Source: an optimization exercise on an open RTL-to-GDS flow (aim: small area, a short achievable clock period and few clock cycles per item). Production flows keep margins and buffers that such runs may drop.
Where RTL was checked, it was by simulation tests only, not by an equivalence proof against the original.
Power is estimated from default activity; no workload was simulated.

Setup of run A:
Design tap_tempo_averager_core, start of the top module:
module tap_tempo_averager_core #(
    parameter int COUNT_WIDTH = 16,
    parameter int TIME_WIDTH  = 32,
    parameter int FRAC_BITS   = 8
) (
    input  logic                               aclk,
    input  logic                               aresetn,
    input  logic                               s_tvalid,
    output logic                               s_tready,
    input  logic [((TIME_WIDTH+7)/8)*8-1:0]    s_tdata,
    input  logic                               s_tuser,
    output logic                               m_tvalid,
    input  logic                               m_tready,
    output logic [47:0]                        m_tdata,
    output logic [2:0]                         m_tuser,
    input  logic                               cfg_we,
    input  logic [7:0]                         cfg_wdata
);
Size in the first run: about 28000 µm² of cells after synthesis.
clock: 10.0 ns
lec_check: 0
cap_margin: 20
core_margin: 2
core_utilization: 50
slew_margin: 20
tns_end_percent: 0
standard.sh (not shown) runs the stock make flow with config.mk's settings and CLKGATE_MAP_FILE= SYNTH_SCRIPT=/design/flow/synth_recipe.tcl, a recipe that flattens the netlist after the stock synthesis.
==> flow/flow/run.sh <==
#!/bin/bash
set -euo pipefail
bash standard.sh SETUP_SLACK_MARGIN=6.5 finish > standard_flow.log 2>&1
Run A completed every stage of the flow, and the final layout passed the timing, design-rule and antenna checks.
What run B does differently from run A at the input level:
diff --git a/flow/config.mk b/flow/config.mk
--- a/flow/config.mk
+++ b/flow/config.mk
@@ -10 +10 @@
-export CORE_UTILIZATION = 50
+export CORE_UTILIZATION = 40
Looking at total non-filler cell area in the finished layout, run B sits about 0.7% higher than run A does.
On static leakage power, run B and run A are basically level.
Run B ends up with a shortest period the worst path allows that is 0.043 ns lower than in run A.
First-pass GRT wire length ends up lower on run B.
The area taken by flip-flops and latches of run A and that of run B are within noise of each other.
When run B is measured against run A, its total power after layout turns out 60 µW higher.
Comparing run B and run A, the lower setup slack is on run A.
Input-level comparison between run C and run B:
diff --git a/flow/config.mk b/flow/config.mk
--- a/flow/config.mk
+++ b/flow/config.mk
@@ -10,0 +11 @@
+export CTS_BUF_LIST = sky130_fd_sc_hd__clkbuf_4 sky130_fd_sc_hd__clkbuf_8
### Flow results
Final cycle utilization of the critical path is higher on run C
Layout-stage area growth over the synthesis result: run C < run B
Run C against run B: worst setup slack shows a reduction of 0.026 ns; overall power after layout shows a reduction of about 3.5%; xor and xnor fraction of the mapped netlist area shows no meaningful change.
Number of hold violations in the final report: run B vs run C identical
Clock group share of total power (run C over run B): decrease, 2.2 points
Function was not checked in any run of this note: the RTL went through the layout flow alone.

oak:
tap_tempo_averager_core, a different RTL version from the one above (not shown whole).
Size in the first run: ~99 I/O pins.
// tap_tempo_averager_core
module tap_tempo_averager_core #(
    parameter int COUNT_WIDTH = 16,
    parameter int TIME_WIDTH  = 32,
    parameter int FRAC_BITS   = 8
) (
    input  logic                               aclk,
    input  logic                               aresetn,
    input  logic                               s_tvalid,
    output logic                               s_tready,
    input  logic [((TIME_WIDTH+7)/8)*8-1:0]    s_tdata,
    input  logic                               s_tuser,
    output logic                               m_tvalid,
    input  logic                               m_tready,
    output logic [47:0]                        m_tdata,
    output logic [2:0]                         m_tuser,
    input  logic                               cfg_we,
    input  logic [7:0]                         cfg_wdata
);
clock: 10.0 ns
lec_check: 0
cap_margin: 20
core_margin: 2
core_utilization: 40
slew_margin: 20
Scripts as last shown in full above: flow/flow/run.sh
No stage failed in oak, and the final checks on the layout all came back clean.
Edits applied to the flow inputs when going from oak to pine:
Settings: ABC_CLOCK_PERIOD_IN_PS: unset -> 3500.
==> results.txt <==
oak -> pine: post-placement cell area delta 0, exact match. oak and pine ended up with roughly the same I/O pin count. Diff pine..oak | post-synthesis cell count | unchanged. Reported for oak and pine, area of all placed cells without fillers turned out identical to the last digit. HPWL after detailed placement of oak is on par with pine. On area of the mapped netlist, oak and pine are basically level. Comparing oak against pine, there is no change at all in highest clock rate. From oak to pine, setup fix buffers added after clock tree synthesis did not move at all. pine vs. oak: routed wire length comparable; global router's overall resource usage held.
Function was not checked in any run of this note: the RTL went through the layout flow alone.

Another version of the RTL of tap_tempo_averager_core (not shown whole).
For scale: ~3,400 cells after synthesis, ~28,000 µm² of cells after synthesis.
==> flow/config.mk <==
export PLATFORM = sky130hd
export DESIGN_NAME = tap_tempo_averager_core
export DESIGN_NICKNAME = tap_tempo_averager_core
export VERILOG_FILES = /design/flow/design.v
export SDC_FILE = /design/flow/constraint.sdc
export NUM_CORES = 4
export LEC_CHECK = 0
export CAP_MARGIN = 20
export CORE_MARGIN = 2
export CORE_UTILIZATION = 40
export SLEW_MARGIN = 20
export TNS_END_PERCENT = 0
==> flow/constraint.sdc <==
create_clock -name core_clock -period 10.0 [get_ports {aclk}]
set_input_delay 2.0000 -clock core_clock [delete_from_list [all_inputs] [get_ports {aclk}]]
set_output_delay 2.0000 -clock core_clock [all_outputs]
set_load 0.01 [all_outputs]
==> flow/flow/run.sh <==
#!/bin/bash
set -euo pipefail
bash standard.sh SETUP_SLACK_MARGIN=6.9 finish > standard_flow.log 2>&1
The starting point produced a clean layout.
Testbench counts at the start, summed over its fixed seeds: cycles 38,642, items 3,200.
Rerun with:
==> flow/flow/run.sh (replaced) <==
#!/bin/bash
set -euo pipefail
bash standard.sh SETUP_SLACK_MARGIN=6.5 finish > standard_flow.log 2>&1
- CTS_BUF_LIST: default -> sky130_fd_sc_hd__clkbuf_4 sky130_fd_sc_hd__clkbuf_8
Outcome:
- first-iteration DRC count shrinks by 2.7%
- register-to-register slack got worse by 250 ps
- power shrinks by about 4.3%
- die area is unchanged
- design area shrinks by about 4%
Rerun with:
- CTS_BUF_LIST: sky130_fd_sc_hd__clkbuf_4 sky130_fd_sc_hd__clkbuf_8 -> default
Core utilization goes up by 0.15 points.
Final area rises slightly.
Die area stays the same.
Non-clock buffer count climbs by 1.
Fmax rose slightly.
Setup slack gets better by 25 ps.
Area after synthesis stays the same.
Worst hold slack is about the same.
Routed wire length drops slightly.

Another version of the RTL of tap_tempo_averager_core (not shown whole).
For scale: ~3400 cells after synthesis, roughly 0.028 sq mm of cells after synthesis.
## tap_tempo_averager_core
module tap_tempo_averager_core #(
    parameter int COUNT_WIDTH = 16,
    parameter int TIME_WIDTH  = 32,
    parameter int FRAC_BITS   = 8
) (
    input  logic                               aclk,
    input  logic                               aresetn,
    input  logic                               s_tvalid,
    output logic                               s_tready,
    input  logic [((TIME_WIDTH+7)/8)*8-1:0]    s_tdata,
    input  logic                               s_tuser,
    output logic                               m_tvalid,
    input  logic                               m_tready,
    output logic [47:0]                        m_tdata,
    output logic [2:0]                         m_tuser,
    input  logic                               cfg_we,
    input  logic [7:0]                         cfg_wdata
);
Settings: LEC_CHECK=0, CAP_MARGIN=20, CORE_MARGIN=2, CORE_UTILIZATION=40, SLEW_MARGIN=20, TNS_END_PERCENT=0; clock period 10.0 ns.
==> flow/flow/run.sh <==
#!/bin/bash
set -euo pipefail
bash standard.sh SETUP_SLACK_MARGIN=6.5 finish > standard_flow.log 2>&1
Testbench counts at the start, summed over its fixed seeds: cycles 38,642, items 3,200.
==> next run, changes <==
--- a/flow/config.mk
+++ b/flow/config.mk
@@ -12 +12 @@
-export TNS_END_PERCENT = 0
+export TNS_END_PERCENT = 5
What happened:
- non-clock buffer count climbs by 1
- wire length grows by 0.65%
- worst setup slack improved by 11 ps
- flip-flop and latch count does not change
- first-iteration DRC count came out higher by 7.7%
- total power went up by 0.50%

Another version of the RTL of tap_tempo_averager_core (not shown whole).
Size in the first run: roughly 3400 cells after synthesis, about 99 I/O pins, roughly 28000 sq um of cells after synthesis.
==> flow/design.v (excerpt) <==
module tap_tempo_averager_core #(
    parameter int COUNT_WIDTH = 16,
    parameter int TIME_WIDTH  = 32,
    parameter int FRAC_BITS   = 8
) (
    input  logic                               aclk,
    input  logic                               aresetn,
    input  logic                               s_tvalid,
    output logic                               s_tready,
    input  logic [((TIME_WIDTH+7)/8)*8-1:0]    s_tdata,
    input  logic                               s_tuser,
    output logic                               m_tvalid,
    input  logic                               m_tready,
    output logic [47:0]                        m_tdata,
    output logic [2:0]                         m_tuser,
    input  logic                               cfg_we,
    input  logic [7:0]                         cfg_wdata
);
    localparam int K      = 2;                        
    localparam int TSTEPS = ((16 + K - 1) / K) * K;   
    localparam int ASTEPS = ((22 + K - 1) / K) * K;   
    localparam int TCYC   = TSTEPS / K;
    localparam int ACYC   = ASTEPS / K;
    localparam logic [31:0] TNUM = 32'd15360000;      
    logic [7:0]  ceil_r;
    logic [31:0] prev;
    logic [15:0] count;
    logic [35:0] s15;
    localparam logic [2:0] A_IDLE = 3'd0;
    localparam logic [2:0] A_GAP  = 3'd1;
    localparam logic [2:0] A_DIV  = 3'd2;
    localparam logic [2:0] A_CLMP = 3'd3;
    localparam logic [2:0] A_M15  = 3'd4;
    localparam logic [2:0] A_CLR  = 3'd5;
    localparam logic [2:0] A_G3   = 3'd6;
    logic [2:0]  a_st;
    logic [4:0]  a_cyc;
    logic [31:0] da;           
    logic [25:0] d3;           
    logic [23:0] ra;
    logic        rdy;
    logic [15:0] ta;           
    logic        hv, hclr;     
    logic [TSTEPS-1:0] tnum_bits;
    logic [K-1:0]      tsel, aq, abits;
    logic [23:0]       ra_nx;
  ...
Settings: LEC_CHECK=0, CAP_MARGIN=20, CORE_MARGIN=2, CORE_UTILIZATION=40, SLEW_MARGIN=20, TNS_END_PERCENT=0; clock period 10.0 ns.
Scripts as last shown in full above: flow/flow/run.sh
Next try:
- CTS_BUF_LIST: default -> sky130_fd_sc_hd__clkbuf_4 sky130_fd_sc_hd__clkbuf_8
The changed run produced a clean layout.
Via count is about the same.
Utilization is about the same.
Register-to-register slack loses 0.07 ns.
Power went down by about 1%.
Global-route usage went up by 0.16 points.
No run of this note included a check of the RTL's function; only the layout flow was run.

Another version of the RTL of tap_tempo_averager_core (not shown whole).
For scale: about 3400 cells after synthesis, roughly 350 flip-flops.
export LEC_CHECK = 0
export CAP_MARGIN = 20
export CORE_MARGIN = 2
export CORE_UTILIZATION = 40
export SLEW_MARGIN = 20
export TNS_END_PERCENT = 0
create_clock -name core_clock -period 10.0 [get_ports {aclk}]
==> flow/flow/run.sh <==
#!/bin/bash
set -euo pipefail
bash standard.sh SETUP_SLACK_MARGIN=6.8 finish > standard_flow.log 2>&1
Change:
==> flow/flow/run.sh (replaced) <==
#!/bin/bash
set -euo pipefail
bash standard.sh SETUP_SLACK_MARGIN=6.5 finish > standard_flow.log 2>&1
- TNS_END_PERCENT: 0 -> 5
Result: The new run ran to the end with no violations. Register-to-register slack is about the same. Clock power hardly moves. Routed wire length goes up by a few percent. Setup slack improves by 0.015 ns. Fmax goes up slightly. Final cell count goes up slightly. Sequential power hardly moves.
No functional check of the RTL was part of any run of this note.

## v6
tap_tempo_averager_core, a different RTL version from the one above (not shown whole).
Size: ~3400 cells after synthesis, ~99 I/O pins.
Settings: LEC_CHECK=0, CAP_MARGIN=20, CORE_MARGIN=2, CORE_UTILIZATION=40, SLEW_MARGIN=20; clock period 10.0 ns.
==> flow/flow/run.sh <==
#!/bin/bash
set -euo pipefail
bash standard.sh SETUP_SLACK_MARGIN=6.5 finish > standard_flow.log 2>&1
v6: done, clean on timing, DRC and antenna
What v7 does differently from v6 at the input level:
--- a/flow/config.mk
+++ b/flow/config.mk
@@ -10,2 +10,3 @@
 export CORE_UTILIZATION = 40
 export SLEW_MARGIN = 20
+export TNS_END_PERCENT = 5
--- outcome ---
When v7 is measured against v6, its proportion of cell area spent on the clock network turns out 0.29 points higher.
The run showing the greater largest incremental delay on the critical path is v6.
Side by side, via count of the routed design turned out lower in v7 than in v6.
The share of the clock period used by the worst path after layout number comes out lower for v7 vs v6.
Compared with v6, v7 shows cell area lower by 2100 um^2.
v7 — leakage component of the power 7.3% lower, v6 as reference
Number of buffer and inverter instances along the worst setup path: higher on v6
As far as detailed-placement wirelength estimate is concerned, v7 and v6 perform about the same.
Relative to v6, the met3 demand-to-capacity share in global routing of v7 is higher by 0.49 points.
Setup WNS v6 -> v7: better
No functional check of the RTL was part of any run of this note.

afterwards: timing with drivers on the ports:
The flow's constraints put no driver on any port. The routed layouts listed below were extracted and timed again, unchanged, in two steps. Step 1 (the two cells are an assumption about what drives the block):
set clk [get_ports {aclk}]
set_driving_cell -lib_cell sky130_fd_sc_hd__clkbuf_16 $clk
set_driving_cell -lib_cell sky130_fd_sc_hd__buf_2 [delete_from_list [all_inputs] $clk]
Step 2 moves the port delays by t, midway between the first and last clock arrival at a register: inputs arrive t later, outputs are due t later. That takes back most of the time a late clock gives input paths. Slacks: ideal / step 1 / step 2; pairs: ideal / step 1.
| run | shift t [ns] | slack for setup (ns) | worst setup path at the end |
|---|---|---|---|
| run A | 0.627 | 6.260 / 6.250 / 6.239 | input to register |
| run B | 0.639 | 6.304 / 6.285 / 6.270 | input to register |
| run C | 0.712 | 6.278 / 6.223 / 6.256 | input to register |
| oak | 0.627 | 6.477 / 6.477 / 5.979 | input to register |
| pine | 0.627 | 6.477 / 6.477 / 5.979 | input to register |
| the first run of note 3 | 0.629 | 6.592 / 6.592 / 6.187 | input to register |
| the second run of note 3 | 0.704 | 6.305 / 6.252 / 6.174 | input to register |
| the third run of note 3 | 0.639 | 6.329 / 6.265 / 6.171 | input to register |
| the first run of note 4 | 0.635 | 6.374 / 6.356 / 6.134 | input to register |
| the second run of note 4 | 0.635 | 6.385 / 6.351 / 6.153 | input to register |
| the first run of note 5 | 0.629 | 6.302 / 6.302 / 6.093 | input to register |
| the second run of note 5 | 0.701 | 6.234 / 6.234 / 6.105 | input to register |
| the first run of note 6 | 0.643 | 5.989 / 5.989 / 5.961 | input to register |
| the second run of note 6 | 0.645 | 6.004 / 6.004 / 5.958 | input to register |
| v6 | 0.637 | 6.231 / 6.231 / 5.666 | input to register |
| v7 | 0.635 | 6.292 / 6.292 / 5.965 | input to register |
After both steps setup and hold are still met in every run listed. The setup slack of v6, which loses most, moves by 0.000 ns with the drivers and by -0.565 ns with both steps.
